What follows belongs to an exercise in optimizing a design on an open flow for small area, a short achievable clock period and few clock cycles; a production flow would make more cautious choices. Function was checked by simulation only, so behaviour that the tests miss may differ from the original. Power is estimated from default activity; no workload was simulated.

$ cat flow/flow/run.sh
#!/bin/bash
# Standard ORFS layout with small port buffers, a compact clock tree and a
# tighter setup target for the resizer's timing repair. Each ORFS step keeps
# its full log under orfs/logs; make's own output goes to standard_make.log.
set -euo pipefail
export BUFFER_PORTS_ARGS="-buffer_cell sky130_fd_sc_hd__buf_1"
export CTS_ARGS="-sink_clustering_enable -repair_clock_nets -buf_list {sky130_fd_sc_hd__clkbuf_8} -sink_clustering_size 30 -sink_clustering_max_diameter 100 -dont_use_dummy_load"
bash standard.sh BUFFER_PORTS_ARGS="$BUFFER_PORTS_ARGS" CTS_ARGS="$CTS_ARGS" SETUP_SLACK_MARGIN=7.0 REMOVE_ABC_BUFFERS=1 finish > standard_make.log 2>&1
$ cat flow/standard.sh
#!/bin/bash
# synth_recipe.tcl (not shown) runs the flow's synth.tcl, then flattens the netlist and writes it again
# the make line also repeats each setting of config.mk as NAME=value (left out here)
make -C /OpenROAD-flow-scripts/flow DESIGN_CONFIG=/design/flow/config.mk WORK_HOME=/design/flow/orfs CLKGATE_MAP_FILE= SYNTH_SCRIPT=/design/flow/synth_recipe.tcl "${@:-finish}"
$ cat flow/config.mk
export PLATFORM = sky130hd
export DESIGN_NAME = rt_frag_stream
export DESIGN_NICKNAME = rt_frag_stream
export VERILOG_FILES = /design/flow/design.v
export SDC_FILE = /design/flow/constraint.sdc
export NUM_CORES = 4
export LEC_CHECK = 0
export CAP_MARGIN = 20
export CORE_MARGIN = 2
export CORE_UTILIZATION = 40
export SLEW_MARGIN = 20
export TNS_END_PERCENT = 0
$ cat flow/constraint.sdc
create_clock -name core_clock -period 10.0 [get_ports {clk}]
set_input_delay 2.0000 -clock core_clock [delete_from_list [all_inputs] [get_ports {clk}]]
set_output_delay 2.0000 -clock core_clock [all_outputs]
set_load 0.01 [all_outputs]
$ cat flow/design.v
package rt_pkg;
    localparam int unsigned CAMERA_IW = 16;
    localparam int unsigned CAMERA_QW = 16;
    localparam int unsigned CAMERA_WL = CAMERA_IW + CAMERA_QW;
endpackage
module rt_rgu #(
    parameter int unsigned WL = rt_pkg::CAMERA_WL
) (
    input  logic [WL-1:0] base,
    input  logic [WL-1:0] delta,
    input  logic          cin,
    output logic [WL-1:0] next
);
    localparam int unsigned LV = $clog2(WL);
    logic [(LV+1)*WL-1:0] g, p;
    logic [WL-1:0]        hp;
    assign hp = base ^ delta;
    always_comb begin
        g = '0;
        p = '0;
        g[WL-1:0] = base & delta;
        p[WL-1:0] = hp;
        g[0] = (base[0] & delta[0]) | (hp[0] & cin);
        for (int l = 0; l < LV; l++) begin
            for (int i = 0; i < WL; i++) begin
                if (((i >> l) & 1) == 1) begin
                    g[(l+1)*WL + i] = g[l*WL + i]
                                    | (p[l*WL + i] & g[l*WL + ((i >> l) << l) - 1]);
                    p[(l+1)*WL + i] = p[l*WL + i] & p[l*WL + ((i >> l) << l) - 1];
                end else begin
                    g[(l+1)*WL + i] = g[l*WL + i];
                    p[(l+1)*WL + i] = p[l*WL + i];
                end
            end
        end
        next = hp ^ {g[LV*WL +: WL-1], cin};
    end
endmodule
module rt_frag_stream #(
    parameter int unsigned IW = rt_pkg::CAMERA_IW,
    parameter int unsigned QW = rt_pkg::CAMERA_QW
) (
    input  logic          clk,
    input  logic          resetn,
    input  logic          start,
    input  logic          abort,
    output logic          busy,
    output logic          done,
    input  logic [31:0]   image_width,
    input  logic [31:0]   image_height,
    input  logic [31:0]   camera_center_x,
    input  logic [31:0]   camera_center_y,
    input  logic [31:0]   camera_center_z,
    input  logic [31:0]   pixel_delta_u_x,
    input  logic [31:0]   pixel_delta_u_y,
    input  logic [31:0]   pixel_delta_u_z,
    input  logic [31:0]   pixel_delta_v_x,
    input  logic [31:0]   pixel_delta_v_y,
    input  logic [31:0]   pixel_delta_v_z,
    input  logic [31:0]   pixel_00_loc_x,
    input  logic [31:0]   pixel_00_loc_y,
    input  logic [31:0]   pixel_00_loc_z,
    output logic          m_valid,
    input  logic          m_ready,
    output logic [31:0]   m_data,
    output logic          m_last
);
    logic [IW-1:0] img_w, img_h;
    logic          unused_bits;
    logic busy_q, init_q, valid_q, done_q;
    logic          lc_q, lr_q, last_q, w1_q;
    logic [IW-1:0] xrem_q, yrem_q, w_q;
    logic [31:0]   acc_q, row_q, step_q;
    logic          idle, hs, adv, row_start, row_adv, lc_a, lr_a, lc_d;
    logic [IW-1:0] xdec, ydec;
    logic [31:0]   sum;
    assign img_w = image_width[QW +: IW];
    assign img_h = image_height[QW +: IW];
    assign unused_bits = ^{image_width[QW-1:0], image_height[QW-1:0],
                           camera_center_y, camera_center_z,
                           pixel_delta_u_y, pixel_delta_u_z,
                           pixel_delta_v_y, pixel_delta_v_z,
                           pixel_00_loc_y, pixel_00_loc_z};
    assign idle      = ~(init_q | valid_q);
    assign hs        = valid_q & m_ready;
    assign adv       = init_q | hs;
    assign row_start = init_q | lc_q;
    assign xdec      = xrem_q - IW'(1);
    assign ydec      = yrem_q - IW'(1);
    rt_rgu #(
        .WL (32)
    ) u_rgu (
        .base  (lc_q ? row_q : acc_q),
        .delta (step_q),
        .cin   (init_q),
        .next  (sum)
    );
    always_comb begin
        lc_a = lc_q ? w1_q : (xrem_q == IW'(2));
        lr_a = row_start ? (yrem_q == IW'(1)) : lr_q;
    end
    always_ff @(posedge clk or negedge resetn) begin
        if (!resetn) begin
            busy_q  <= 1'b0;
            init_q  <= 1'b0;
            valid_q <= 1'b0;
            done_q  <= 1'b0;
        end else begin
            done_q <= 1'b0;
            init_q <= 1'b0;
            if (abort) begin
                busy_q  <= 1'b0;
                valid_q <= 1'b0;
            end else if (!busy_q) begin
                if (start) begin
                    if (img_w != '0 && img_h != '0) begin
                        busy_q <= 1'b1;
                        init_q <= 1'b1;
                    end else begin
                        done_q <= 1'b1;
                    end
                end
            end else if (init_q) begin
                valid_q <= 1'b1;
            end else if (hs && last_q) begin
                busy_q  <= 1'b0;
                valid_q <= 1'b0;
                done_q  <= 1'b1;
            end
        end
    end
    assign row_adv = adv & row_start;
    assign lc_d    = idle | (adv ? lc_a : lc_q);
    always_ff @(posedge clk) begin
        step_q <= lc_d ? (idle ? ~camera_center_x : pixel_delta_v_x) : pixel_delta_u_x;
        row_q  <= row_adv ? sum : (idle ? pixel_00_loc_x : row_q);
        yrem_q <= row_adv ? ydec : (idle ? img_h : yrem_q);
        lc_q   <= lc_d;
        if (idle) begin
            w_q    <= img_w;
            w1_q   <= (img_w == IW'(1));
        end
        if (adv) begin
            acc_q  <= sum;
            xrem_q <= lc_q ? w_q : xdec;
            lr_q   <= lr_a;
            last_q <= lc_a & lr_a;
        end
    end
    assign busy    = busy_q;
    assign done    = done_q;
    assign m_valid = valid_q;
    assign m_data  = acc_q;
    assign m_last  = last_q;
endmodule
==> summary.txt, run 1 <==
Critical path
  – Worst path max stage delay: 380 ps
  – Startpoint kind of the worst setup timing path: flip-flop
  – Cell chain of the critical path: buf_16, mux2i_2, fa_1, inv_1, fa_2, a211oi_4, o211a_4, o311ai_4, o211ai_2, buf_4, and3b_4, o21bai_4, xor2_2, mux2_2
  – Internal reg-to-reg setup slack: 6770 ps
  – Maximum net fanout on the critical path: 4
  – Kind of capture point of the worst setup path: flip-flop
  – Arrival time at the worst endpoint: 3400 ps
  – Cell at the slowest stage of the critical path: dfxtp_4
  – Critical setup path kind: reg -> reg
  – CP required: 10,180 ps

Global route
  – Grt total ovfl: 0
  – Global-route met3 utilization: 6.897%
  – Wire length of the first global-routing pass: 30,480 microns
  – Number of global-route vias before repair: 5,992
  – Overall routing resource usage: 18.34%
  – GR met1 Demand/Resource: 23.12%
  – Initial antenna violation count: 3
  – Most used routing layer in global routing: met2
  – GRT met2 Usage: 30.50%
  – Largest net degree at the start of global routing: 68

Yosys
  – Avg Inst Size Synth: 11.11 sq um
  – Primary flip-flop cell chosen by synthesis mapping: edfxtp_1
  – Top-count cell post-synth: edfxtp_1
  – Number of synthesized flops with an enable pin: 115
  – Synth Register Bits: 152
  – Cell Area, Synth: 8033 sq um
  – Post-synthesis cell type with the largest combined area: edfxtp_1
  – Gate Count Post-Synth: 723
  – Area contributors post-synth: edfxtp_1, dfxtp_1, mux2_2, ha_1, a21oi_1
  – Warnings, synthesis: 2
  – Count of unique library cells instantiated by Yosys: 59
  – Synth async-reset ratio: 2.632%
  – Synth cell count leaders: edfxtp_1, nor2_1, a21oi_1
  – Sequential share of the synthesized area: 52.46%
  – Fraction of synthesized cell area taken by the top area cell type: 42.99%

Cells and area
  – Seq. cell area: 4218 sq um
  – Final Core Density: 49.05%
  – Final net count: 1,423
  – Area growth from synthesis to layout: 19.61%
  – Share of final-layout standard cells stronger than drive strength 1: 13.24%
  – Number of standard cells in the layout, taps in and fillers out: 1,195
  – # fillers: 1,847
  – Multi-input gate area: 3696 sq um

Min path
  – Class of the most critical hold timing path: reg -> reg

Clock network
  – TritonCTS clock tree: yes
  – Number of levels in the clock H-tree: 4
  – Count of hold buffers inserted by post-cts repair: 0
  – Root cell of the clock tree: clkbuf_8
  – Number of buffers inserted during clock tree synthesis: 17
  – Largest buffer count on any clock path: 2
  – Clock-pin slew reported for the worst setup and hold paths after clock tree synthesis: 80 ps
  – Total number of clock tree sinks: 152
  – Clock insertion delay at the later pin of the skew report: 440 ps

STA
  – Number of hold-slack violations in the final timing report: 0
  – Setup Total Neg Slack: 0 ps
  – Min Clock Period, post-route: 3226 ps
  – Largest clock skew in the final design: 30.21 ps
  – Final setup violation count: 0
  – Post-route clock period utilization: 32.26%
  – Max_slew headroom: 52.58%
  – RSZ-0062 raised after global routing: true
  – Highest achievable clock rate: 310.0 MHz
  – Worst slew pin tran: 710.6 ps
  – Number of pins with negative max-slew slack in the final report: 0
  – Hold Worst Slack: 531.8 ps

Place
  – Placed cell count: 1,165
  – Placer Congestion: 0.7761
  – Number of buffers inserted by port buffering: 200
  – HPWL reported at the end of detailed placement: 13,190 microns

Detailed routing
  – Avg WL per Cell: 16.13 microns
  – DRC violation count after routing: 0
  – DRT iter0 DRCs: 328
  – Number of optimization iterations in the first detailed-route pass: 4
  – Antenna viol nets, final: 0
  – Total number of vias: 6,023
  – Final wirelength: 19,280 microns
  – Via count normalized by instance count: 5.040

Power
  – Net Switching: 558.5 uW
  – Static Leakage: 3.587 nW
  – Share of power burned in combinational logic: 33.0%
  – Internal power: 1.243 mW
  – Total power divided by cell area: 187.5 nW/um^2
  – Share of power burned in the clock network: 19.2%
  – Proportion of total power due to net switching: 31.00%
  – Highest ir drop seen on vdd: 90.41 uV
  – Part of the power in registers: 47.8%
  – Tot Pwr: 1.802 mW

Floorplan
  – Cell Rows: 51
  – Initial core utilization: 41.00%
  – Overall die height: 145.7 microns
  – Area of the die: 21,230 sq um
  – Core footprint: 19,590 sq um
  – Floorplan die width: 145.7 microns
  – Number of placed I/O pins: 489

Flow run
  – Maximum Capacitance Violations: 0

Run status
  – Result of the run: finished clean
cell type report:
type	count	share of cell area [%]
sequential	152	43.90
clock buffer	17	2.435
antenna	1	0.02605
timing repair buffer	218	10.67
tap	265	3.451
multi-input combinational	515	38.47
inverter	27	1.055
power groups by stage:
stage / logic [mW] / registers [mW] / clock network, mW
global placement: 0.554 / 0.872 / 0
finish: 0.595 / 0.861 / 0.346
global route: 0.675 / 0.871 / 0.383
floorplan: 0.408 / 0.878 / 0
detailed placement: 0.559 / 0.875 / 0
CTS: 0.579 / 0.860 / 0.361
metrics by stage:
| step | area, sq um | setup WS [ps] |
|---|---|---|
| 2_1_floorplan | 7908 | 3436 |
| 3_3_place_gp | 9046 | 5713 |
| 3_5_place_dp | 9046 | 5697 |
| 4_1_cts | 9475 | 6735 |
| 5_1_grt | 9605 | 6632 |
| 6_report | 9608 | 6774 |
flip-flops by register name, summed over array words and instances, names as in the netlist:
signal,cells
done_q,1
w1_q,1
xrem_q,16
lc_q,1
row_q,32
valid_q,1
init_q,1
lr_q,1
busy_q,1
acc_q,32
step_q,32
w_q,16
yrem_q,16
last_q,1
layout by cell type (no fill, tap or decap), types with 17 or more instances in the layout:
cell type,instances
ha_1,31
a21oi_1,78
clkbuf_8,17
mux2_2,56
dfxtp_1,32
xnor2_1,38
nor2_1,85
buf_1,200
nand2_1,47
o21ai_0,39
edfxtp_1,115
inv_1,27
worst paths after layout:
check                        from        end  depth (start not counted)
setup reg to reg             lc_q  row_q[26]                         14
hold / removal             w_q[7]  xrem_q[7]                          1
min in group asynchronous  resetn     init_q                          1
setup / recovery             lc_q  row_q[26]                         14
hold reg to reg            w_q[7]  xrem_q[7]                          1
max in group asynchronous  resetn     busy_q                          1
critical path: cells and delay by family, from the launching register on:
kind / cells / cell delay [ps]
mux: 2 / 470
flops: 1 / 380
compound gates: 5 / 890
fa+ha+maj: 2 / 550
buf+inv: 3 / 310
simple gates: 1 / 220
xor+xnor: 1 / 150
routing by layer:
| layer | vias up | part of all wire, % |
|---|---|---|
| met5 | - | 0.15 |
| met4 | 4 | 0.57 |
| met3 | 9 | 7.4 |
| met2 | 169 | 47 |
| met1 | 2810 | 45 |
| li1 | 3031 | - |
cell families (layout without fill, tap and decap cells):
group | Yosys count | count (layout) | share of synthesized area, %
AO/OA/AOI/OAI | 166 | 166 | 12.91
XOR/XNOR | 49 | 49 | 5.436
adder cells (fa/ha/maj) | 39 | 39 | 6.636
buffers and inverters | 56 | 262 | 2.819
flip-flops | 152 | 152 | 52.46
multiplexers | 61 | 61 | 8.473
other | 0 | 1 | 0
AND/OR/NAND/NOR | 200 | 200 | 11.26
timing repair:
item                       in CTS  in global routing
pin swaps                       7                  9
setup endpoints to repair     170                149
buffers inserted                7                  2
resized for setup              15                 17
cloned                          2                  1
Testbench counts, summed over its fixed seeds: cycles 25,740.
==> inputs of run 2 (changes only) <==
--- a/flow/flow/run.sh
+++ b/flow/flow/run.sh
@@ -6,3 +6,3 @@
 export BUFFER_PORTS_ARGS="-buffer_cell sky130_fd_sc_hd__buf_1"
 export CTS_ARGS="-sink_clustering_enable -repair_clock_nets -buf_list {sky130_fd_sc_hd__clkbuf_8} -sink_clustering_size 30 -sink_clustering_max_diameter 100 -dont_use_dummy_load"
-bash standard.sh BUFFER_PORTS_ARGS="$BUFFER_PORTS_ARGS" CTS_ARGS="$CTS_ARGS" SETUP_SLACK_MARGIN=7.0 REMOVE_ABC_BUFFERS=1 finish > standard_make.log 2>&1
+bash standard.sh BUFFER_PORTS_ARGS="$BUFFER_PORTS_ARGS" CTS_ARGS="$CTS_ARGS" SETUP_SLACK_MARGIN=7.3 MATCH_CELL_FOOTPRINT=0 finish > standard_make.log 2>&1
==> run 2 against run 1 <==
Against the previous run:
- non-clock buffer count fell by 9
- synthesized area unchanged
- hold slack worse by 4.4 ps
- fmax increased by 0.25%
- clock power barely moved
- core utilization decreased by 0.22 points
- final cell count shrank 0.33%
- sequential power hardly changed
- critical path type unchanged
- largest power group unchanged
==> summary.txt, run 2 <==
Yosys
  – Synth async-reset ratio: 2.632% (unchanged)
  – Area contributors post-synth: edfxtp_1, dfxtp_1, mux2_2, ha_1, a21oi_1
  – Top-count cell post-synth: edfxtp_1
  – Warnings, synthesis: 2 (unchanged)
  – Sequential share of the synthesized area: 52.46% (unchanged)
  – Post-synthesis cell type with the largest combined area: edfxtp_1
  – Count of unique library cells instantiated by Yosys: 59 (unchanged)
  – Synth Register Bits: 152 (unchanged)
  – Cell Area, Synth: 8033 sq um (unchanged)
  – Fraction of synthesized cell area taken by the top area cell type: 42.99% (unchanged)
  – Primary flip-flop cell chosen by synthesis mapping: edfxtp_1
  – Number of synthesized flops with an enable pin: 115 (unchanged)
  – Avg Inst Size Synth: 11.11 sq um (unchanged)
  – Gate Count Post-Synth: 723 (unchanged)
  – Synth cell count leaders: edfxtp_1, nor2_1, a21oi_1

Clock network
  – Largest buffer count on any clock path: 2 (unchanged)
  – Clock-pin slew reported for the worst setup and hold paths after clock tree synthesis: 70 ps (about the same)
  – TritonCTS clock tree: yes
  – Count of hold buffers inserted by post-cts repair: 0 (unchanged)
  – Clock insertion delay at the later pin of the skew report: 450 ps (about the same)
  – Total number of clock tree sinks: 152 (unchanged)
  – Number of levels in the clock H-tree: 4 (unchanged)
  – Number of buffers inserted during clock tree synthesis: 17 (unchanged)
  – Root cell of the clock tree: clkbuf_8

Critical path
  – Reg2Reg Capture Point: row_q[28]
  – Maximum net fanout on the critical path: 28 (+24)
  – Internal reg-to-reg setup slack: 6780 ps (about the same)
  – Kind of capture point of the worst setup path: flip-flop
  – CP Capture Point: row_q[28]
  – Critical setup path kind: reg -> reg
  – Cell depth of the worst flop-to-flop path: 10 (-4)
  – Arrival time at the worst endpoint: 3390 ps (about the same)
  – Worst setup path startpoint: lc_q
  – Startpoint kind of the worst setup timing path: flip-flop
  – Critical register-to-register path startpoint: lc_q
  – CP required: 10,170 ps (about the same)

Floorplan
  – Core footprint: 19,590 sq um (unchanged)
  – Overall die height: 145.7 microns (unchanged)
  – Area of the die: 21,230 sq um (unchanged)
  – Floorplan die width: 145.7 microns (unchanged)
  – Cell Rows: 51 (unchanged)
  – Initial core utilization: 41.00% (unchanged)
  – Number of placed I/O pins: 489 (unchanged)

STA
  – Hold Worst Slack: 527.4 ps (-4.424 ps)
  – Number of hold-slack violations in the final timing report: 0 (unchanged)
  – Setup Total Neg Slack: 0 ps (unchanged)
  – Highest achievable clock rate: 310.7 MHz (+0.25%)
  – Final setup violation count: 0 (unchanged)
  – Largest clock skew in the final design: 38.41 ps (+8.203 ps)
  – RSZ-0062 raised after global routing: true
  – Worst slew pin tran: 814.6 ps (+104.0 ps)
  – Max_slew headroom: 45.70% (-6.9 points)
  – Number of pins with negative max-slew slack in the final report: 0 (unchanged)
  – Post-route clock period utilization: 32.18% (-0.081 points)
  – Min Clock Period, post-route: 3218 ps (-8.060 ps)

Power
  – Share of power burned in the clock network: 19.1% (about the same)
  – Net Switching: 564.1 uW (+1.0%)
  – Static Leakage: 3.531 nW (-1.5%)
  – Highest ir drop seen on vdd: 76.69 uV (-15%)
  – Total power divided by cell area: 187.8 nW/um^2 (+0.17%)
  – Internal power: 1.232 mW (-0.86%)
  – Tot Pwr: 1.796 mW (-0.29%)
  – Share of power burned in combinational logic: 32.9% (about the same)
  – Part of the power in registers: 48.0% (+0.2 points)
  – Proportion of total power due to net switching: 31.40% (+0.40 points)

Detailed routing
  – Number of optimization iterations in the first detailed-route pass: 4 (unchanged)
  – Antenna viol nets, final: 0 (unchanged)
  – Avg WL per Cell: 16.60 microns (+2.9%)
  – Final wirelength: 19,770 microns (+2.6%)
  – DRT iter0 DRCs: 227 (-31%)
  – Total number of vias: 5,998 (-0.42%)
  – Via count normalized by instance count: 5.036 (about the same)
  – DRC violation count after routing: 0 (unchanged)

Global route
  – Largest net degree at the start of global routing: 70 (+2.9%)
  – Overall routing resource usage: 18.81% (+0.47 points)
  – Grt total ovfl: 0 (unchanged)
  – Initial antenna violation count: 2 (-1)
  – Number of global-route vias before repair: 5,993 (+0.017%)
  – Wire length of the first global-routing pass: 31,060 microns (+1.9%)

Cells and area
  – Area growth from synthesis to layout: 19.07%
  – Share of final-layout standard cells stronger than drive strength 1: 13.30% (+0.057 points)
  – Seq. cell area: 4219 sq um (about the same)
  – Multi-input gate area: 3800 sq um (+2.8%)
  – Final instance area: 9564 sq um (-0.46%)
  – Largest registers: acc_q x32, row_q x32, step_q x32
  – Final net count: 1,419 (-0.28%)
  – # fillers: 1,894 (+2.5%)
  – Most frequent standard cell in the layout excluding fill and tap cells: buf_1
  – Highest-count cells in the layout ignoring fill and taps: buf_1, edfxtp_1, nor2_1

Flow run
  – Maximum Capacitance Violations: 0 (unchanged)

Min path
  – Class of the most critical hold timing path: reg -> reg

Place
  – HPWL reported at the end of detailed placement: 13,250 microns (+0.46%)
  – Placer Congestion: 0.7921 (+2.1%)
  – Number of buffers inserted by port buffering: 200 (unchanged)
  – Post-detailed-placement cell area: 9091 sq um (+0.50%)

Run status
  – Result of the run: finished clean
[run 2: cell counts after synthesis]
No cell type changed its count.
[run 2: cell families (layout without fill, tap and decap cells)]
| logic type | count (synthesis) | in the layout | share of synthesized area [%] |
|---|---|---|---|
| simple gates | 200 | 205 | 11.26 |
| compound gates | 166 | 166 | 12.91 |
| flops | 152 | 152 | 52.46 |
| mux | 61 | 61 | 8.473 |
| buf+inv | 56 | 253 | 2.819 |
| xor+xnor | 49 | 49 | 5.436 |
| fa+ha+maj | 39 | 39 | 6.636 |
| other cells | 0 | 1 | 0 |
[run 2: cell type report]
cell class,instances,share of cell area [%]
Timing Repair Buffer,209,9.118
Clock buffer,17,2.446
Antenna cell,1,0.02616
Multi-Input combinational cell,520,39.73
Sequential cell,152,44.11
Inverter,27,1.099
Tap cell,265,3.467
[run 2: layer usage]
metal	track usage, %	part of all wire [%]	vias to the layer above
met5	0	0.071	-
li1	-	-	3028
met3	4.671	5.8	15
met4	5.343	1.1	2
met2	31.98	48	184
met1	23.85	45	2769
[run 2: how the worst min path moves through the flow]
stage | from | endpoint | slack (ps) | cells after the start
detailed placement | w_q[0] | xrem_q[0] | 510 | 2
global placement | w_q[0] | xrem_q[0] | 500 | 2
finish | w_q[9] | xrem_q[9] | 530 | 2
global route | w_q[11] | xrem_q[11] | 560 | 2
CTS | w_q[0] | xrem_q[0] | 530 | 2
floorplan | w_q[7] | xrem_q[7] | 500 | 1
[run 2: timing repair]
| action | 4_1_cts | 5_1_grt |
|---|---|---|
| setup buffers | 6 | 0 |
| resized for setup | 20 | 0 |
| endpoints found under the setup margin | 191 | 191 |
| pin swaps | 8 | 0 |
| gates cloned | 6 | 0 |
[run 2: power groups by stage]
stage | clock, mW | combinational, mW | sequential, mW
finish | 0.344 | 0.591 | 0.862
detailed placement | 0 | 0.573 | 0.876
global placement | 0 | 0.565 | 0.873
CTS | 0.360 | 0.597 | 0.862
floorplan | 0 | 0.423 | 0.875
global route | 0.380 | 0.662 | 0.872
[run 2: per-stage QoR]
step | instances | setup WS, ps | util, %
floorplan | 723 | 6773 | -
global placement | 1161 | 5722 | 46.41
detailed placement | 1161 | 5654 | 46.41
CTS | 1190 | 6782 | 48.81
global route | 1190 | 6626 | 48.81
finish | 1191 | 6782 | 48.82
[run 2: worst max-delay path: stages, from the launching register on]
cell	delay, ps
dfxtp_4	410
buf_16	210
mux2_2	380
ha_1	340
a211oi_1	290
o21ai_0	230
o211ai_2	290
nand2_2	150
a41oi_1	270
xnor2_1	110
mux2_2	270
==> inputs of run 3 (changes only) <==
--- a/flow/flow/run.sh
+++ b/flow/flow/run.sh
@@ -6,3 +6,3 @@
 export BUFFER_PORTS_ARGS="-buffer_cell sky130_fd_sc_hd__buf_1"
 export CTS_ARGS="-sink_clustering_enable -repair_clock_nets -buf_list {sky130_fd_sc_hd__clkbuf_8} -sink_clustering_size 30 -sink_clustering_max_diameter 100 -dont_use_dummy_load"
-bash standard.sh BUFFER_PORTS_ARGS="$BUFFER_PORTS_ARGS" CTS_ARGS="$CTS_ARGS" SETUP_SLACK_MARGIN=7.3 MATCH_CELL_FOOTPRINT=0 finish > standard_make.log 2>&1
+bash standard.sh BUFFER_PORTS_ARGS="$BUFFER_PORTS_ARGS" CTS_ARGS="$CTS_ARGS" SETUP_SLACK_MARGIN=7.0 finish > standard_make.log 2>&1
--- a/flow/config.mk
+++ b/flow/config.mk
@@ -9,4 +9,5 @@
 export CORE_MARGIN = 2
 export CORE_UTILIZATION = 40
+export PLACE_DENSITY = 0.7
 export SLEW_MARGIN = 20
 export TNS_END_PERCENT = 0
==> run 3 against run 2 <==
Against the previous run:
- clock skew is 13 ps lower
- sequential power is essentially flat
- worst setup slack worse by 5.6 ps
- sequential share of layout area shrank 0.065 points
==> summary.txt, run 3 <==
Place
  – Placed cell count: 1,162 (+0.086%)
  – Post-detailed-placement cell area: 9096 sq um (about the same)
  – Pre-CTS WS: 5680 ps (+26.03 ps)
  – HPWL reported at the end of detailed placement: 13,430 microns (+1.4%)
  – Placer Congestion: 0.7848 (-0.92%)
  – Number of buffers inserted by port buffering: 200 (unchanged)

Yosys
  – Gate Count Post-Synth: 723 (unchanged)
  – Avg Inst Size Synth: 11.11 sq um (unchanged)
  – Sequential share of the synthesized area: 52.46% (unchanged)
  – Warnings, synthesis: 2 (unchanged)
  – Post-synthesis cell type with the largest combined area: edfxtp_1
  – Top-count cell post-synth: edfxtp_1
  – Number of synthesized flops with an enable pin: 115 (unchanged)
  – Synth async-reset ratio: 2.632% (unchanged)
  – Count of unique library cells instantiated by Yosys: 59 (unchanged)
  – Fraction of synthesized cell area taken by the top area cell type: 42.99% (unchanged)
  – Primary flip-flop cell chosen by synthesis mapping: edfxtp_1
  – Synth Register Bits: 152 (unchanged)
  – Area contributors post-synth: edfxtp_1, dfxtp_1, mux2_2, ha_1, a21oi_1
  – Cell Area, Synth: 8033 sq um (unchanged)
  – Synth cell count leaders: edfxtp_1, nor2_1, a21oi_1

STA
  – Post-route clock period utilization: 32.24% (+0.056 points)
  – Hold Worst Slack: 516.5 ps (-10.90 ps)
  – Setup Total Neg Slack: 0 ps (unchanged)
  – RSZ-0062 raised after global routing: true
  – Final setup violation count: 0 (unchanged)
  – Largest clock skew in the final design: 25.52 ps (-12.89 ps)
  – Highest achievable clock rate: 310.2 MHz (-0.17%)
  – Number of pins with negative max-slew slack in the final report: 0 (unchanged)
  – Setup slack of the critical path after layout: 6776 ps (-5.560 ps)
  – Number of hold-slack violations in the final timing report: 0 (unchanged)
  – Min Clock Period, post-route: 3224 ps (+5.560 ps)
  – Worst slew pin tran: 767.5 ps (-47.03 ps)
  – Max_slew headroom: 48.83% (+3.1 points)

Power
  – Tot Pwr: 1.811 mW (+0.83%)
  – Static Leakage: 3.536 nW (+0.13%)
  – Proportion of total power due to net switching: 31.59% (+0.19 points)
  – Total power divided by cell area: 189.2 nW/um^2 (+0.72%)
  – Internal power: 1.239 mW (+0.55%)
  – Share of power burned in the clock network: 19.3% (+0.2 points)
  – Share of power burned in combinational logic: 33.0% (about the same)
  – Highest ir drop seen on vdd: 72.44 uV (-5.6%)
  – Part of the power in registers: 47.7% (-0.3 points)
  – Net Switching: 572.2 uW (+1.4%)

Detailed routing
  – Avg WL per Cell: 16.59 microns (about the same)
  – Routed met3 length: 1345 microns (+17%)
  – Routed metal-1 wire length: 9047 microns (+0.96%)
  – DRT iter0 DRCs: 260 (+15%)
  – DRC violation count after routing: 0 (unchanged)
  – Antenna viol nets, final: 0 (unchanged)
  – Number of optimization iterations in the first detailed-route pass: 4 (unchanged)
  – Amount of wire on met2 after detailed routing: 9006 microns (-4.5%)
  – Final wirelength: 19,750 microns (-0.14%)
  – Total number of vias: 6,005 (+0.12%)
  – Highest metal layer used by the detailed router: met5
  – Via count normalized by instance count: 5.046 (+0.20%)

Critical path
  – Maximum net fanout on the critical path: 65 (+130%)
  – Kind of capture point of the worst setup path: flip-flop
  – Arrival time at the worst endpoint: 3520 ps (+130 ps)
  – Cell depth of the worst flop-to-flop path: 11 (+1)
  – Internal reg-to-reg setup slack: 6790 ps (about the same)
  – CP required: 10,300 ps (+130 ps)
  – Reg2Reg Capture Point: row_q[9]
  – Startpoint kind of the worst setup timing path: input pin
  – Critical setup path kind: in -> reg
  – Critical register-to-register path startpoint: lc_q

Cells and area
  – Final instance area: 9575 sq um (+0.12%)
  – Area growth from synthesis to layout: 19.21%
  – Number of standard cells in the layout, taps in and fillers out: 1,190 (-0.084%)
  – Largest registers: acc_q x32, row_q x32, step_q x32
  – Share of final-layout standard cells stronger than drive strength 1: 13.42% (+0.12 points)
  – Final net count: 1,418 (-0.070%)
  – Highest-count cells in the layout ignoring fill and taps: buf_1, edfxtp_1, nor2_1
  – Final Core Density: 48.88% (+0.057 points)
  – Most frequent standard cell in the layout excluding fill and tap cells: buf_1

Min path
  – Endpoint with the worst hold slack: xrem_q[15]
  – Hold wc startpoint: w_q[15]
  – Hold Path Stages: 2 (unchanged)
  – Class of the most critical hold timing path: reg -> reg

Floorplan
  – Core footprint: 19,590 sq um (unchanged)
  – Overall die height: 145.7 microns (unchanged)
  – Area of the die: 21,230 sq um (unchanged)
  – Cell Rows: 51 (unchanged)
  – Number of placed I/O pins: 489 (unchanged)
  – Floorplan die width: 145.7 microns (unchanged)
  – Initial core utilization: 41.00% (unchanged)

Global route
  – Overall routing resource usage: 18.89% (+0.082 points)
  – Wire length of the first global-routing pass: 30,940 microns (-0.40%)
  – Largest net degree at the start of global routing: 69 (-1.4%)
  – Initial antenna violation count: 2 (unchanged)
  – Number of global-route vias before repair: 5,991 (-0.033%)
  – Grt total ovfl: 0 (unchanged)

Clock network
  – Largest buffer count on any clock path: 2 (unchanged)
  – Number of levels in the clock H-tree: 4 (unchanged)
  – Number of buffers inserted during clock tree synthesis: 17 (unchanged)
  – Clock insertion delay at the later pin of the skew report: 440 ps (about the same)
  – TritonCTS clock tree: yes
  – Root cell of the clock tree: clkbuf_8
  – Total number of clock tree sinks: 152 (unchanged)
  – Clock-pin slew reported for the worst setup and hold paths after clock tree synthesis: 80 ps (about the same)

Run status
  – Result of the run: finished clean

Flow run
  – Maximum Capacitance Violations: 0 (unchanged)
[run 3: cell types whose count changed in the layout (fill, tap and decap cells not counted), sizes merged]
cell,previous run,this run
inv,26,27
nand2,57,55
bufbuf,0,1
clkinvlp,1,0
[run 3: power by group through the flow]
stage | registers (mW) | clock network, mW | logic, mW
global placement | 0.873 | 0 | 0.557
global route | 0.874 | 0.391 | 0.668
CTS | 0.864 | 0.366 | 0.599
finish | 0.863 | 0.350 | 0.598
floorplan | 0.875 | 0 | 0.424
detailed placement | 0.877 | 0 | 0.568
[run 3: routing by layer]
layer,track usage (%),vias to the layer above
li1,-,3015
met1,24.98,2771
met2,30.21,194
met3,5.455,23
met4,5.637,2
met5,0,-
[run 3: cells by family after synthesis]
logic type | Yosys count | share of synthesized area (%)
adders and majority gates | 39 | 6.636
and+or+nand+nor | 200 | 11.26
xor gates and xnor gates | 49 | 5.436
buffers and inverters | 56 | 2.819
AOI/OAI and AO/OA | 166 | 12.91
muxes | 61 | 8.473
DFF | 152 | 52.46
[run 3: worst max-delay path by stage]
stage                     cells after the start  startpoint         end  slack [ps]
after floorplan                               6     m_ready    row_q[0]        6750
after global placement                        5     m_ready   row_q[17]        5710
after detailed placement                      5     m_ready   row_q[18]        5680
after CTS                                    12        lc_q   row_q[30]        6770
after global routing                         12        lc_q   row_q[30]        6620
final                                         8     m_ready  step_q[11]        6780
[run 3: critical path: stages]
cell and delay, ps:
buf_1 190, nand2_8 100, nand2_8 250, mux2i_1 280, nand2_2 70, clkbuf_8 300
nor2_1 230, a21oi_1 60
[run 3: timing repair]
item	4_1_cts	5_1_grt
hold buffers	0	0
endpoints found under the hold margin	0	0
setup buffers	6	0
cloned	4	0
resized for setup	23	4
pin swaps	10	2
endpoints found under the setup margin	181	166
[run 3: final cells by class]
cell class / count / area [sq um]
Timing Repair Buffer: 210 / 884.6
Inverter: 27 / 103.9
Antenna cell: 1 / 2.502
Multi-Input combinational cell: 518 / 3801
Tap cell: 265 / 331.6
Fill cell: 1851 / 10010
Clock buffer: 17 / 234.0
Sequential cell: 152 / 4218
==> inputs of run 4 (changes only) <==
--- a/flow/config.mk
+++ b/flow/config.mk
@@ -9,5 +9,4 @@
 export CORE_MARGIN = 2
 export CORE_UTILIZATION = 40
-export PLACE_DENSITY = 0.7
 export SLEW_MARGIN = 20
-export TNS_END_PERCENT = 0
+export TNS_END_PERCENT = 10
==> run 4 against run 3 <==
Against the previous run:
- synthesized cell count unchanged
- first-iteration DRC count up 9.2%
- clock skew up 5.1 ps
- clock power about the same
- routed wire length up 8.9%
- combinational power up 1%
==> summary.txt, run 4 <==
Critical path
  – Family with the most delay on the worst path: simple AND/OR/NAND/NOR gates
  – Worst path most repeated cell: nand2_8
  – Startpoint kind of the worst setup timing path: input pin
  – Cell chain of the critical path: buf_1, nand2_8, nand2_8, mux2i_1, nand2_2, buf_6, nor2_1, a21oi_1
  – Arrival time at the worst endpoint: 3590 ps (+70 ps)
  – Internal reg-to-reg setup slack: 6740 ps (-50 ps)
  – Cell at the slowest stage of the critical path: buf_6
  – CP required: 10,310 ps (about the same)
  – Critical setup path kind: in -> reg
  – Kind of capture point of the worst setup path: flip-flop
  – Crit path buffers/inverters: 2 (unchanged)
  – Maximum net fanout on the critical path: 65 (unchanged)
  – Worst path max stage delay: 380 ps (+80 ps)

STA
  – Worst slew pin tran: 789.4 ps (+21.87 ps)
  – RSZ-0062 raised after global routing: true
  – Highest achievable clock rate: 305.2 MHz (-1.6%)
  – Setup slack of the critical path after layout: 6724 ps (-52.69 ps)
  – Setup Total Neg Slack: 0 ps (unchanged)
  – Post-route clock period utilization: 32.76% (+0.53 points)
  – Min Clock Period, post-route: 3276 ps (+52.69 ps)
  – Final setup violation count: 0 (unchanged)
  – Number of hold-slack violations in the final timing report: 0 (unchanged)
  – Max_slew headroom: 47.37% (-1.5 points)
  – Largest clock skew in the final design: 30.67 ps (+5.146 ps)
  – Number of pins with negative max-slew slack in the final report: 0 (unchanged)

Yosys
  – Cell Area, Synth: 8033 sq um (unchanged)
  – Synth Register Bits: 152 (unchanged)
  – Top-count cell post-synth: edfxtp_1
  – Synth async-reset ratio: 2.632% (unchanged)
  – Fraction of synthesized cell area taken by the top area cell type: 42.99% (unchanged)
  – Avg Inst Size Synth: 11.11 sq um (unchanged)
  – Sequential share of the synthesized area: 52.46% (unchanged)
  – Gate Count Post-Synth: 723 (unchanged)
  – Primary flip-flop cell chosen by synthesis mapping: edfxtp_1
  – Synth cell count leaders: edfxtp_1, nor2_1, a21oi_1
  – Number of synthesized flops with an enable pin: 115 (unchanged)
  – Area contributors post-synth: edfxtp_1, dfxtp_1, mux2_2, ha_1, a21oi_1
  – Warnings, synthesis: 2 (unchanged)
  – Count of unique library cells instantiated by Yosys: 59 (unchanged)
  – Post-synthesis cell type with the largest combined area: edfxtp_1

Clock network
  – Number of levels in the clock H-tree: 4 (unchanged)
  – Total number of clock tree sinks: 152 (unchanged)
  – TritonCTS clock tree: yes
  – Clock-pin slew reported for the worst setup and hold paths after clock tree synthesis: 80 ps (about the same)
  – Number of buffers inserted during clock tree synthesis: 17 (unchanged)
  – Clock insertion delay at the later pin of the skew report: 450 ps (about the same)
  – Largest buffer count on any clock path: 2 (unchanged)
  – Root cell of the clock tree: clkbuf_8

Global route
  – Overall routing resource usage: 20.70% (+1.8 points)
  – Initial antenna violation count: 2 (unchanged)
  – Number of global-route vias before repair: 6,072 (+1.4%)
  – Grt total ovfl: 0 (unchanged)
  – Wire length of the first global-routing pass: 33,330 microns (+7.7%)
  – Largest net degree at the start of global routing: 70 (+1.4%)

Run status
  – Result of the run: finished clean

Floorplan
  – Cell Rows: 51 (unchanged)
  – Area of the die: 21,230 sq um (unchanged)
  – Floorplan die width: 145.7 microns (unchanged)
  – Core footprint: 19,590 sq um (unchanged)
  – Number of placed I/O pins: 489 (unchanged)
  – Initial core utilization: 41.00% (unchanged)
  – Overall die height: 145.7 microns (unchanged)

Detailed routing
  – Total number of vias: 6,090 (+1.4%)
  – Number of optimization iterations in the first detailed-route pass: 5 (+1)
  – DRC violation count after routing: 0 (unchanged)
  – Avg WL per Cell: 17.98 microns (+8.3%)
  – Antenna viol nets, final: 0 (unchanged)
  – Via count normalized by instance count: 5.092 (+0.91%)
  – Final wirelength: 21,500 microns (+8.9%)
  – DRT iter0 DRCs: 284 (+9.2%)

Cells and area
  – Highest-count cells in the layout ignoring fill and taps: buf_1, edfxtp_1, nor2_1
  – Most frequent standard cell in the layout excluding fill and tap cells: buf_1
  – Share of final-layout standard cells stronger than drive strength 1: 13.78% (+0.36 points)
  – Largest registers: acc_q x32, row_q x32, step_q x32
  – Area growth from synthesis to layout: 19.78%
  – Final net count: 1,423 (+0.35%)

Place
  – Placer Congestion: 0.8140 (+3.7%)
  – HPWL reported at the end of detailed placement: 14,920 microns (+11%)
  – Pre-CTS WS: 5718 ps (+38.13 ps)
  – Number of buffers inserted by port buffering: 200 (unchanged)

Power
  – Static Leakage: 3.559 nW (+0.66%)
  – Highest ir drop seen on vdd: 80.80 uV (+12%)
  – Total power divided by cell area: 189.0 nW/um^2 (about the same)
  – Tot Pwr: 1.819 mW (+0.39%)

Flow run
  – Maximum Capacitance Violations: 0 (unchanged)

Min path
  – Class of the most critical hold timing path: reg -> reg
[run 4: cell counts after synthesis]
No cell type changed its count.
[run 4: worst reg2reg max path: cells and delay by family, from the launching register on]
family                     cells  cell delay (ps)
AOI/OAI and AO/OA              5             1170
xor gates and xnor gates       1              120
adders and majority gates      2              600
buffers and inverters          1               40
DFF                            1              420
muxes                          2              510
and+or+nand+nor                1              150
[run 4: metal layers]
layer  global-route usage [%]  share of wire, %  wire length, microns
met1                    27.19                44                  9484
met2                    34.13                48                 10370
met3                    4.357               5.9                  1266
met4                    7.010               1.8                   379
met5                        0                 0                     0
[run 4: cell type report]
cell class / count / area, sq um
Antenna cell: 2 / 5.005
Clock buffer: 17 / 234.0
Fill cell: 1869 / 9968
Inverter: 27 / 103.9
Multi-Input combinational cell: 520 / 3824
Sequential cell: 152 / 4218
Tap cell: 265 / 331.6
Timing Repair Buffer: 213 / 905.9
[run 4: cells by family (layout without fill, tap and decap cells)]
family | Yosys count | count (layout) | share of synthesized area [%]
flip-flops | 152 | 152 | 52.46
XOR/XNOR | 49 | 49 | 5.436
AO/OA/AOI/OAI | 166 | 166 | 12.91
multiplexers | 61 | 61 | 8.473
other | 0 | 2 | 0
adder cells (fa/ha/maj) | 39 | 39 | 6.636
buffers and inverters | 56 | 257 | 2.819
AND/OR/NAND/NOR | 200 | 205 | 11.26
[run 4: final timing paths]
check,start,endpoint,depth (start not counted)
max,m_ready,step_q[31],8
min,w_q[11],xrem_q[11],2
max reg2reg,lc_q,row_q[31],12
min reg2reg,w_q[11],xrem_q[11],2
max in group asynchronous,resetn,valid_q,1
min in group asynchronous,resetn,busy_q,1
[run 4: power by group]
part / internal [mW] / leakage (nW) / switching, mW
Sequential: 0.818 / 1.47 / 0.0451
Clock: 0.150 / 0.122 / 0.200
Combinational: 0.275 / 1.97 / 0.331
[run 4: per-stage QoR]
step / util [%] / hold WS [ps] / instances / area [sq um]
after floorplan: - / 498.7 / 723 / 8170
after global placement: 46.43 / 503.2 / 1162 / 9096
after detailed placement: 46.43 / 513.3 / 1162 / 9096
after CTS: 48.99 / 524.2 / 1194 / 9597
after global routing: 49.12 / 556.8 / 1196 / 9622
final: 49.12 / 522.3 / 1196 / 9622
[run 4: timing repair]
| action | 4_1_cts | 5_1_grt |
|---|---|---|
| gates resized for setup | 20 | 4 |
| gates cloned | 6 | 0 |
| pin swaps | 14 | 4 |
| hold buffers | 0 | 0 |
| endpoints found under the setup margin | 184 | 163 |
| buffers inserted | 9 | 0 |
==> inputs of run 5 (changes only) <==
--- a/flow/config.mk
+++ b/flow/config.mk
@@ -9,4 +9,5 @@
 export CORE_MARGIN = 2
 export CORE_UTILIZATION = 40
+export GPL_TIMING_DRIVEN = 0
 export SLEW_MARGIN = 20
-export TNS_END_PERCENT = 10
+export TNS_END_PERCENT = 0
==> run 5 against run 4 <==
Against the previous run:
- still clean
- sequential cell count unchanged
- combinational power fell by 2%
- fmax shrank 2.6%
- total power fell by 1.0%
- die area stayed put
- via count increased by 1.1%
- critical path depth rose by 6
- core utilization down 0.11 points
- synthesized area is the same
- critical endpoint is now row_q[30]
- largest cell class unchanged
- largest power group unchanged
==> summary.txt, run 5 <==
Yosys
  – Avg Inst Size Synth: 11.11 sq um (unchanged)
  – Synth cell count leaders: edfxtp_1, nor2_1, a21oi_1
  – Gate Count Post-Synth: 723 (unchanged)
  – Count of unique library cells instantiated by Yosys: 59 (unchanged)
  – Warnings, synthesis: 2 (unchanged)
  – Synth Register Bits: 152 (unchanged)
  – Area contributors post-synth: edfxtp_1, dfxtp_1, mux2_2, ha_1, a21oi_1
  – Cell Area, Synth: 8033 sq um (unchanged)
  – Synth async-reset ratio: 2.632% (unchanged)
  – Top-count cell post-synth: edfxtp_1
  – Post-synthesis cell type with the largest combined area: edfxtp_1
  – Number of synthesized flops with an enable pin: 115 (unchanged)
  – Primary flip-flop cell chosen by synthesis mapping: edfxtp_1
  – Fraction of synthesized cell area taken by the top area cell type: 42.99% (unchanged)
  – Sequential share of the synthesized area: 52.46% (unchanged)

Critical path
  – Kind of capture point of the worst setup path: flip-flop
  – Cell chain of the critical path: clkbuf_16, buf_12, mux2i_4, fa_2, inv_2, fa_2, a211oi_2, o211a_4, o311ai_4, o211ai_2, nand2_2, a311oi_2, xnor2_1, mux2_2
  – Arrival time at the worst endpoint: 3540 ps (-50 ps)
  – Crit path buffers/inverters: 3 (+1)
  – CP required: 10,180 ps (-130 ps)
  – Critical setup path kind: reg -> reg
  – Worst path max stage delay: 370 ps (about the same)
  – Worst path most repeated cell: fa_2
  – Maximum net fanout on the critical path: 8 (-88%)
  – Startpoint kind of the worst setup timing path: flip-flop
  – Cell at the slowest stage of the critical path: dfxtp_4
  – Critical register-to-register path startpoint: lc_q
  – Family with the most delay on the worst path: compound AO/OA/AOI/OAI gates
  – Worst setup path startpoint: lc_q

Clock network
  – Clock-pin slew reported for the worst setup and hold paths after clock tree synthesis: 60 ps (-20 ps)
  – Total number of clock tree sinks: 152 (unchanged)
  – Root cell of the clock tree: clkbuf_8
  – Count of hold buffers inserted by post-cts repair: 0 (unchanged)
  – Number of levels in the clock H-tree: 4 (unchanged)
  – Number of buffers inserted during clock tree synthesis: 17 (unchanged)
  – Clock insertion delay at the later pin of the skew report: 450 ps (about the same)
  – Largest buffer count on any clock path: 2 (unchanged)
  – TritonCTS clock tree: yes

Cells and area
  – Most frequent standard cell in the layout excluding fill and tap cells: buf_1
  – Share of final-layout standard cells stronger than drive strength 1: 13.20% (-0.58 points)
  – Largest registers: acc_q x32, row_q x32, step_q x32
  – Antenna cells: 0 (-2)
  – Highest-count cells in the layout ignoring fill and taps: buf_1, edfxtp_1, nor2_1
  – Final net count: 1,441 (+1.3%)
  – Final Core Density: 49.00% (-0.11 points)
  – # fillers: 1,908 (+2.1%)
  – Number of standard cells in the layout, taps in and fillers out: 1,212 (+1.3%)
  – Area growth from synthesis to layout: 19.50%

Place
  – Placer Congestion: 0.8403 (+3.2%)
  – Placed cell count: 1,188 (+2.2%)
  – Pre-CTS WS: 6089 ps (+370.7 ps)
  – Number of buffers inserted by port buffering: 200 (unchanged)
  – HPWL reported at the end of detailed placement: 16,910 microns (+13%)

STA
  – Final setup violation count: 0 (unchanged)
  – Number of pins with negative max-slew slack in the final report: 0 (unchanged)
  – Largest clock skew in the final design: 30.06 ps (-0.6122 ps)
  – Min Clock Period, post-route: 3364 ps (+87.69 ps)
  – Worst slew pin tran: 1005 ps (+216.1 ps)
  – Highest achievable clock rate: 297.3 MHz (-2.6%)
  – Post-route clock period utilization: 33.64% (+0.88 points)
  – Number of hold-slack violations in the final timing report: 0 (unchanged)
  – RSZ-0062 raised after global routing: true
  – Setup Total Neg Slack: 0 ps (unchanged)
  – Max_slew headroom: 32.97% (-14 points)
  – Setup slack of the critical path after layout: 6636 ps (-87.69 ps)

Detailed routing
  – Avg WL per Cell: 18.03 microns (+0.30%)
  – DRC violation count after routing: 0 (unchanged)
  – Total number of vias: 6,158 (+1.1%)
  – Number of optimization iterations in the first detailed-route pass: 4 (-1)
  – Antenna viol nets, final: 0 (unchanged)
  – Final wirelength: 21,850 microns (+1.6%)
  – DRT iter0 DRCs: 242 (-15%)
  – Via count normalized by instance count: 5.081 (-0.22%)

Power
  – Share of power burned in combinational logic: 32.9% (-0.4 points)
  – Highest ir drop seen on vdd: 80.44 uV (-0.45%)
  – Tot Pwr: 1.800 mW (-1.0%)
  – Static Leakage: 3.580 nW (+0.58%)
  – Share of power burned in the clock network: 19.2% (about the same)
  – Net Switching: 565.9 uW (-1.8%)
  – Part of the power in registers: 47.9% (+0.5 points)
  – Internal power: 1.234 mW (-0.69%)
  – Proportion of total power due to net switching: 31.44% (-0.23 points)
  – Total power divided by cell area: 187.5 nW/um^2 (-0.80%)

Global route
  – Largest net degree at the start of global routing: 49 (-30%)
  – Grt total ovfl: 0 (unchanged)
  – Most used routing layer in global routing: met2
  – Global-route met3 utilization: 4.389% (+0.031 points)
  – GRT met2 Usage: 34.03% (-0.094 points)
  – GR met1 Demand/Resource: 27.27% (+0.084 points)
  – Overall routing resource usage: 20.70% (about the same)
  – Initial antenna violation count: 0 (-2)
  – Number of global-route vias before repair: 6,009 (-1.0%)
  – Wire length of the first global-routing pass: 33,250 microns (-0.25%)

Floorplan
  – Area of the die: 21,230 sq um (unchanged)
  – Initial core utilization: 41.00% (unchanged)
  – Cell Rows: 51 (unchanged)
  – Number of placed I/O pins: 489 (unchanged)
  – Core footprint: 19,590 sq um (unchanged)
  – Floorplan die width: 145.7 microns (unchanged)
  – Overall die height: 145.7 microns (unchanged)

Min path
  – Hold wc startpoint: w_q[9]
  – Class of the most critical hold timing path: reg -> reg

Run status
  – Result of the run: finished clean

Flow run
  – Maximum Capacitance Violations: 0 (unchanged)
-- run 5: cell count changes in the layout (fill, tap and decap cells not counted), sizes merged --
cell,change
clkbuf,+18
nand2,-4
diode,-2
buf,+5
bufbuf,-1
-- run 5: power by group through the flow --
| stage | clock network [mW] | registers (mW) | logic (mW) |
|---|---|---|---|
| 2_1_floorplan | 0 | 0.875 | 0.424 |
| 5_1_grt | 0.381 | 0.873 | 0.661 |
| 3_3_place_gp | 0 | 0.875 | 0.579 |
| 3_5_place_dp | 0 | 0.876 | 0.585 |
| 6_report | 0.345 | 0.863 | 0.592 |
| 4_1_cts | 0.356 | 0.863 | 0.597 |
-- run 5: tightest hold or removal path, delay by kind of cell, from the launching register on --
kind / cells / cell delay, ps
flip-flops: 1 / 320
AO/OA/AOI/OAI: 1 / 60
AND/OR/NAND/NOR: 1 / 40
-- run 5: worst paths after layout --
kind	to	slack [ps]	cells past startpoint
min in group asynchronous	done_q	1400	1
worst max register to register	row_q[30]	6640	14
worst min register to register	xrem_q[9]	530	2
worst max-delay path	row_q[30]	6640	14
worst min-delay path	xrem_q[9]	530	2
max in group asynchronous	valid_q	8400	1
-- run 5: layout make-up --
class | instances | area, sq um | share of cell area (%)
Sequential cell | 152 | 4218 | 43.94
Inverter | 27 | 101.3 | 1.056
Timing Repair Buffer | 206 | 795.8 | 8.290
Tap cell | 265 | 331.6 | 3.454
Buffer | 29 | 226.5 | 2.359
Clock buffer | 17 | 234.0 | 2.437
Multi-Input combinational cell | 516 | 3692 | 38.46
-- run 5: metrics by stage --
| step | hold slack, ps | cell area, sq um |
|---|---|---|
| 4_1_cts | 539.8 | 9599 |
| 6_report | 533.7 | 9599 |
| 2_1_floorplan | 498.7 | 8170 |
| 3_3_place_gp | 513.9 | 9253 |
| 5_1_grt | 567.5 | 9599 |
| 3_5_place_dp | 522.6 | 9253 |
-- run 5: timing repair --
item | CTS | global route
setup buffers | 6 | 0
gates resized for setup | 10 | 0
cloned | 1 | 0
endpoints found under the setup margin | 206 | 198
pin swaps | 10 | 0
-- run 5: metal layers --
metal | wire, microns | vias up
met2 | 10480 | 211
met1 | 9771 | 2868
li1 | - | 3057
met5 | 0 | -
met4 | 399 | 0
met3 | 1201 | 22
-- run 5: cells by family after synthesis --
logic type | Yosys count | synth area share [%]
DFF | 152 | 52.46
and+or+nand+nor | 200 | 11.26
xor gates and xnor gates | 49 | 5.436
AOI/OAI and AO/OA | 166 | 12.91
muxes | 61 | 8.473
buffers and inverters | 56 | 2.819
adders and majority gates | 39 | 6.636
==> inputs of run 6 (changes only) <==
--- a/flow/config.mk
+++ b/flow/config.mk
@@ -9,5 +9,5 @@
 export CORE_MARGIN = 2
 export CORE_UTILIZATION = 40
-export GPL_TIMING_DRIVEN = 0
+export GPL_ROUTABILITY_DRIVEN = 0
 export SLEW_MARGIN = 20
 export TNS_END_PERCENT = 0
==> run 6 against run 5 <==
Against the previous run:
- total power grew 0.70%
- critical path type unchanged
- register-to-register slack gained 130 ps
- fmax up 4.1%
- non-clock buffer count is 22 lower
- count of clock-buffer cells in the layout did not move
- largest power group unchanged
- largest cell class unchanged
- highest routed layer unchanged
- sequential share of layout area increased by 0.057 points
- core utilization decreased by 0.064 points
==> summary.txt, run 6 <==
Floorplan
  – Overall die height: 145.7 microns (unchanged)
  – Cell Rows: 51 (unchanged)
  – Area of the die: 21,230 sq um (unchanged)
  – Number of placed I/O pins: 489 (unchanged)
  – Floorplan die width: 145.7 microns (unchanged)
  – Core footprint: 19,590 sq um (unchanged)
  – Initial core utilization: 41.00% (unchanged)

Global route
  – Overall routing resource usage: 20.35% (-0.35 points)
  – Grt total ovfl: 0 (unchanged)
  – Wire length of the first global-routing pass: 32,880 microns (-1.1%)
  – Initial antenna violation count: 2 (+2)
  – Largest net degree at the start of global routing: 69 (+41%)
  – Number of global-route vias before repair: 6,050 (+0.68%)

Yosys
  – Post-synthesis share of cell area spent on full adders, half adders and majority gates: 6.636% (unchanged)
  – Avg Inst Size Synth: 11.11 sq um (unchanged)
  – Synth cell count leaders: edfxtp_1, nor2_1, a21oi_1
  – Xor/xnor cell area share of the yosys netlist: 5.436% (unchanged)
  – Sequential share of the synthesized area: 52.46% (unchanged)
  – Multiplexer area fraction after synthesis: 8.474% (unchanged)
  – Fraction of synthesized cell area taken by the top area cell type: 42.99% (unchanged)
  – Count of unique library cells instantiated by Yosys: 59 (unchanged)
  – Top-count cell post-synth: edfxtp_1
  – Gate Count Post-Synth: 723 (unchanged)
  – Primary flip-flop cell chosen by synthesis mapping: edfxtp_1
  – Post-synthesis cell type with the largest combined area: edfxtp_1
  – Area contributors post-synth: edfxtp_1, dfxtp_1, mux2_2, ha_1, a21oi_1
  – Combinational family with the most area after synthesis: compound AO/OA/AOI/OAI gates
  – Synth Register Bits: 152 (unchanged)
  – Cell Area, Synth: 8033 sq um (unchanged)
  – Compound-Gate Fraction of Synth Area: 12.91% (unchanged)
  – Number of synthesized flops with an enable pin: 115 (unchanged)
  – Synth async-reset ratio: 2.632% (unchanged)
  – Post-synthesis simple-gate area fraction: 11.26% (unchanged)
  – Warnings, synthesis: 2 (unchanged)

Detailed routing
  – DRT iter0 DRCs: 285 (+18%)
  – Total number of vias: 6,088 (-1.1%)
  – Final wirelength: 21,170 microns (-3.1%)
  – DRC violation count after routing: 0 (unchanged)
  – Avg WL per Cell: 17.73 microns (-1.6%)
  – Number of optimization iterations in the first detailed-route pass: 5 (+1)
  – Antenna viol nets, final: 0 (unchanged)
  – Via count normalized by instance count: 5.099 (+0.35%)

Clock network
  – Largest buffer count on any clock path: 2 (unchanged)
  – TritonCTS clock tree: yes
  – Number of levels in the clock H-tree: 4 (unchanged)
  – Number of buffers inserted during clock tree synthesis: 17 (unchanged)
  – Clock-pin slew reported for the worst setup and hold paths after clock tree synthesis: 80 ps (+20 ps)
  – Total number of clock tree sinks: 152 (unchanged)
  – Root cell of the clock tree: clkbuf_8
  – Clock insertion delay at the later pin of the skew report: 450 ps (about the same)

Cells and area
  – Final Core Density: 48.94% (-0.064 points)
  – Highest-count cells in the layout ignoring fill and taps: buf_1, edfxtp_1, nor2_1
  – Most frequent standard cell in the layout excluding fill and tap cells: buf_1
  – Share of final-layout standard cells stronger than drive strength 1: 13.27% (+0.069 points)
  – Area growth from synthesis to layout: 19.35%
  – Largest registers: acc_q x32, row_q x32, step_q x32
  – Final net count: 1,421 (-1.4%)
  – Number of standard cells in the layout, taps in and fillers out: 1,194 (-1.5%)
  – Final instance area: 9587 sq um (-0.13%)

Place
  – Placed cell count: 1,162 (-2.2%)
  – HPWL reported at the end of detailed placement: 14,920 microns (-12%)
  – Pre-CTS WS: 5718 ps (-370.7 ps)
  – Post-detailed-placement cell area: 9096 sq um (-1.7%)
  – Number of buffers inserted by port buffering: 200 (unchanged)

STA
  – Final setup violation count: 0 (unchanged)
  – Largest clock skew in the final design: 32.22 ps (+2.162 ps)
  – Min Clock Period, post-route: 3231 ps (-132.8 ps)
  – Highest achievable clock rate: 309.5 MHz (+4.1%)
  – Number of hold-slack violations in the final timing report: 0 (unchanged)
  – Post-route clock period utilization: 32.31% (-1.3 points)
  – Setup Total Neg Slack: 0 ps (unchanged)
  – Setup slack of the critical path after layout: 6769 ps (+132.8 ps)
  – Max_slew headroom: 48.80% (+16 points)
  – RSZ-0062 raised after global routing: true
  – Worst slew pin tran: 767.9 ps (-237.5 ps)
  – Number of pins with negative max-slew slack in the final report: 0 (unchanged)

Power
  – Total power divided by cell area: 189.1 nW/um^2 (+0.83%)
  – Highest ir drop seen on vdd: 79.80 uV (-0.80%)
  – Static Leakage: 3.549 nW (-0.86%)

Critical path
  – Critical setup path kind: reg -> reg
  – Startpoint kind of the worst setup timing path: flip-flop
  – Cell at the slowest stage of the critical path: dfxtp_4
  – Family with the most delay on the worst path: compound AO/OA/AOI/OAI gates
  – Cell chain of the critical path: mux2i_4, fa_2, inv_2, fa_2, a211oi_4, o211a_4, o311ai_4, o211ai_2, nand2_2, a311oi_2, xnor2_1, mux2_2
  – Kind of capture point of the worst setup path: flip-flop
  – Maximum net fanout on the critical path: 6 (-2)
  – Crit path buffers/inverters: 1 (-2)
  – Worst path most repeated cell: fa_2
  – CP required: 10,190 ps (about the same)
  – Worst path max stage delay: 420 ps (+50 ps)
  – Arrival time at the worst endpoint: 3420 ps (-120 ps)

Flow run
  – Maximum Capacitance Violations: 0 (unchanged)

Run status
  – Result of the run: finished clean

Min path
  – Class of the most critical hold timing path: reg -> reg
-- run 6: cell counts after synthesis --
No cell type changed its count.
-- run 6: path summary, 6_finish.rpt --
path	start	end	slack (ps)	depth (start not counted)
setup / recovery	lc_q	row_q[30]	6770	12
hold / removal	w_q[11]	xrem_q[11]	520	2
setup reg to reg	lc_q	row_q[30]	6770	12
hold reg to reg	w_q[11]	xrem_q[11]	520	2
max in group asynchronous	resetn	valid_q	8410	1
min in group asynchronous	resetn	busy_q	1400	1
-- run 6: power by group --
group	switching, mW	total, mW	internal [mW]
sequential	0.0448	0.862	0.818
clock	0.201	0.351	0.150
combinational	0.326	0.599	0.273
-- run 6: cells by family (layout without fill, tap and decap cells) --
| logic type | count (synthesis) | in the layout |
|---|---|---|
| other | 0 | 2 |
| XOR/XNOR | 49 | 49 |
| buffers and inverters | 56 | 257 |
| multiplexers | 61 | 61 |
| adder cells (fa/ha/maj) | 39 | 39 |
| flip-flops | 152 | 152 |
| AND/OR/NAND/NOR | 200 | 203 |
| AO/OA/AOI/OAI | 166 | 166 |
-- run 6: through the flow --
step	total power, mW	hold WS (ps)
floorplan	1.299	498.7
global placement	1.441	503.2
detailed placement	1.449	513.3
CTS	1.829	524.2
global route	1.931	556.8
finish	1.812	516.9
-- run 6: worst reg2reg max path, cell delays in order, from the launching register on --
cell and delay (ps):
dfxtp_4 420, mux2i_4 250, fa_2 220, inv_2 40, fa_2 380, a211oi_4 250, o211a_4 220, o311ai_4 110
o211ai_2 280, nand2_2 150, a311oi_2 290, xnor2_1 120, mux2_2 270
-- run 6: cell type report --
class	count	area, sq um
fillers	1871	10000
diodes	2	5.005
inverters	27	103.9
flip-flops and latches	152	4218
multi-input cells	518	3789
well taps	265	331.6
clock buffers	17	234.0
repair buffers	213	905.9
-- run 6: per-layer routing --
metal / global-route usage, % / wire, microns / up-vias
li1: - / - / 3032
met1: 26.64 / 9357 / 2820
met2: 33.54 / 10210 / 218
met3: 4.357 / 1239 / 18
met4: 7.010 / 371 / 0
met5: 0 / 0 / -
-- run 6: what timing repair did --
action,4_1_cts,5_1_grt
gates resized for setup,20,1
endpoints found under the hold margin,0,0
pin swaps,14,3
setup endpoints to repair,184,164
setup buffers,9,0
hold buffers,0,0
gates cloned,4,0
==> inputs of run 7 (changes only) <==
--- a/flow/config.mk
+++ b/flow/config.mk
@@ -9,5 +9,4 @@
 export CORE_MARGIN = 2
 export CORE_UTILIZATION = 40
-export GPL_ROUTABILITY_DRIVEN = 0
 export SLEW_MARGIN = 20
 export TNS_END_PERCENT = 0
==> run 7 against run 6 <==
Against the previous run:
- sequential cell count unchanged
- critical path depth did not move
- first-iteration DRC count unchanged
- count of clock-buffer cells in the layout unchanged
- hold slack did not move
- fmax did not move
- final area is the same
- sequential share of layout area is the same
- largest cell class unchanged
==> summary.txt, run 7 <==
Flow run
  – Maximum Capacitance Violations: 0 (unchanged)

STA
  – Highest achievable clock rate: 309.5 MHz (unchanged)
  – Worst slew pin tran: 767.9 ps (unchanged)
  – Max_slew headroom: 48.80% (unchanged)
  – Min Clock Period, post-route: 3231 ps (unchanged)
  – Number of pins with negative max-slew slack in the final report: 0 (unchanged)
  – RSZ-0062 raised after global routing: true
  – Final setup violation count: 0 (unchanged)
  – Number of hold-slack violations in the final timing report: 0 (unchanged)
  – Largest clock skew in the final design: 32.22 ps (unchanged)

Power
  – Static Leakage: 3.549 nW (unchanged)
  – Share of power burned in combinational logic: 33.1% (about the same)
  – Internal power: 1.241 mW (unchanged)
  – Proportion of total power due to net switching: 31.53% (unchanged)
  – Part of the power in registers: 47.6% (about the same)
  – Highest ir drop seen on vdd: 79.80 uV (unchanged)
  – Net Switching: 571.5 uW (unchanged)
  – Total power divided by cell area: 189.1 nW/um^2 (unchanged)
  – Share of power burned in the clock network: 19.4% (about the same)

Yosys
  – Warnings, synthesis: 2 (unchanged)
  – Primary flip-flop cell chosen by synthesis mapping: edfxtp_1
  – Post-synthesis cell type with the largest combined area: edfxtp_1
  – Cell Area, Synth: 8033 sq um (unchanged)
  – Number of synthesized flops with an enable pin: 115 (unchanged)
  – Gate Count Post-Synth: 723 (unchanged)
  – Synth async-reset ratio: 2.632% (unchanged)
  – Synth cell count leaders: edfxtp_1, nor2_1, a21oi_1
  – Count of unique library cells instantiated by Yosys: 59 (unchanged)
  – Area contributors post-synth: edfxtp_1, dfxtp_1, mux2_2, ha_1, a21oi_1
  – Synth Register Bits: 152 (unchanged)
  – Sequential share of the synthesized area: 52.46% (unchanged)

Detailed routing
  – Number of optimization iterations in the first detailed-route pass: 5 (unchanged)
  – DRC violation count after routing: 0 (unchanged)
  – Via count normalized by instance count: 5.099 (unchanged)
  – Avg WL per Cell: 17.73 microns (unchanged)
  – Final wirelength: 21,170 microns (unchanged)
  – Antenna viol nets, final: 0 (unchanged)

Global route
  – Number of global-route vias before repair: 6,050 (unchanged)
  – Grt total ovfl: 0 (unchanged)
  – Wire length of the first global-routing pass: 32,880 microns (unchanged)
  – Overall routing resource usage: 20.35% (unchanged)

Cells and area
  – Highest-count cells in the layout ignoring fill and taps: buf_1, edfxtp_1, nor2_1
  – # fillers: 1,871 (unchanged)
  – Final net count: 1,421 (unchanged)
  – Most frequent standard cell in the layout excluding fill and tap cells: buf_1
  – Share of final-layout standard cells stronger than drive strength 1: 13.27% (unchanged)
  – Largest registers: acc_q x32, row_q x32, step_q x32
  – Seq. cell area: 4218 sq um (unchanged)
  – Area growth from synthesis to layout: 19.35% (unchanged)

Floorplan
  – Floorplan die width: 145.7 microns (unchanged)
  – Core footprint: 19,590 sq um (unchanged)
  – Cell Rows: 51 (unchanged)
  – Initial core utilization: 41.00% (unchanged)
  – Area of the die: 21,230 sq um (unchanged)
  – Overall die height: 145.7 microns (unchanged)

Critical path
  – Critical setup path kind: reg -> reg
  – Kind of capture point of the worst setup path: flip-flop
  – Arrival time at the worst endpoint: 3420 ps (about the same)
  – CP required: 10,190 ps (about the same)

Place
  – HPWL reported at the end of detailed placement: 14,920 microns (unchanged)
  – Number of buffers inserted by port buffering: 200 (unchanged)
  – Pre-CTS WS: 5718 ps (unchanged)

Clock network
  – Number of levels in the clock H-tree: 4 (unchanged)
  – Clock insertion delay at the later pin of the skew report: 450 ps (about the same)
  – Clock-pin slew reported for the worst setup and hold paths after clock tree synthesis: 80 ps (about the same)
  – Number of buffers inserted during clock tree synthesis: 17 (unchanged)
  – Largest buffer count on any clock path: 2 (unchanged)
  – Root cell of the clock tree: clkbuf_8
  – Total number of clock tree sinks: 152 (unchanged)

Run status
  – Result of the run: finished clean
==> run 7: cell type report <==
class,instances,area share (%)
Sequential cell,152,44.00
Multi-Input combinational cell,518,39.52
Timing Repair Buffer,213,9.449
Tap cell,265,3.459
Clock buffer,17,2.441
Inverter,27,1.083
Antenna cell,2,0.05221
==> run 7: worst paths after layout <==
check                      startpoint    endpoint  slack [ps]  cells past startpoint
max reg2reg                      lc_q   row_q[30]        6770                     12
min in group asynchronous      resetn      busy_q        1400                      1
min reg2reg                   w_q[11]  xrem_q[11]         520                      2
max in group asynchronous      resetn     valid_q        8410                      1
min                           w_q[11]  xrem_q[11]         520                      2
max                              lc_q   row_q[30]        6770                     12
==> run 7: layer usage <==
metal | share of wire (%) | wire length, microns | global-route usage (%) | vias up
met5 | 0 | 0 | 0 | -
met4 | 1.8 | 371 | 7.010 | 0
met3 | 5.9 | 1239 | 4.357 | 18
met2 | 48 | 10210 | 33.54 | 218
met1 | 44 | 9357 | 26.64 | 2820
li1 | - | - | - | 3032
==> run 7: critical path, stage by stage (launching register included) <==
cell and delay, ps:
dfxtp_4 420, mux2i_4 240, fa_2 220, inv_2 40, fa_2 380, a211oi_4 250
o211a_4 220, o311ai_4 110, o211ai_2 280, nand2_2 150, a311oi_2 290, xnor2_1 120
mux2_2 270
==> run 7: repair_timing <==
action	in CTS	in global routing
setup buffers	9	0
hold buffers	0	0
gates cloned	4	0
endpoints found under the setup margin	184	164
pin swaps	14	3
gates resized for setup	20	1
==> run 7: cell families (layout without fill, tap and decap cells) <==
| family | count (synthesis) | count (layout) | share of synthesized area (%) |
|---|---|---|---|
| muxes | 61 | 61 | 8.473 |
| xor gates and xnor gates | 49 | 49 | 5.436 |
| DFF | 152 | 152 | 52.46 |
| other | 0 | 2 | 0 |
| and+or+nand+nor | 200 | 203 | 11.26 |
| buffers and inverters | 56 | 257 | 2.819 |
| adders and majority gates | 39 | 39 | 6.636 |
| AOI/OAI and AO/OA | 166 | 166 | 12.91 |
==> run 7: power by group through the flow <==
stage / registers [mW] / logic, mW / clock network [mW]
4_1_cts: 0.863 / 0.602 / 0.363
6_report: 0.862 / 0.599 / 0.351
2_1_floorplan: 0.875 / 0.424 / 0
5_1_grt: 0.874 / 0.673 / 0.384
3_3_place_gp: 0.873 / 0.568 / 0
3_5_place_dp: 0.877 / 0.572 / 0
==> run 7: per-stage QoR <==
step                cell area, sq um  utilization, %  hold WS (ps)  power, mW  std cells
floorplan                       8170               -         498.7      1.299        723
global placement                9096           46.43         503.2      1.441       1162
detailed placement              9096           46.43         513.3      1.449       1162
CTS                             9574           48.87         524.2      1.829       1192
global route                    9587           48.94         556.8      1.931       1194
finish                          9587           48.94         516.9      1.812       1194

Check on run 7: ideal ports give 6.769 ns setup slack; a clkbuf_16 on the clock port and buf_2 on the inputs give 6.769 ns; moving port delays by the midpoint clock arrival (0.478 ns) as well gives 6.307 ns.
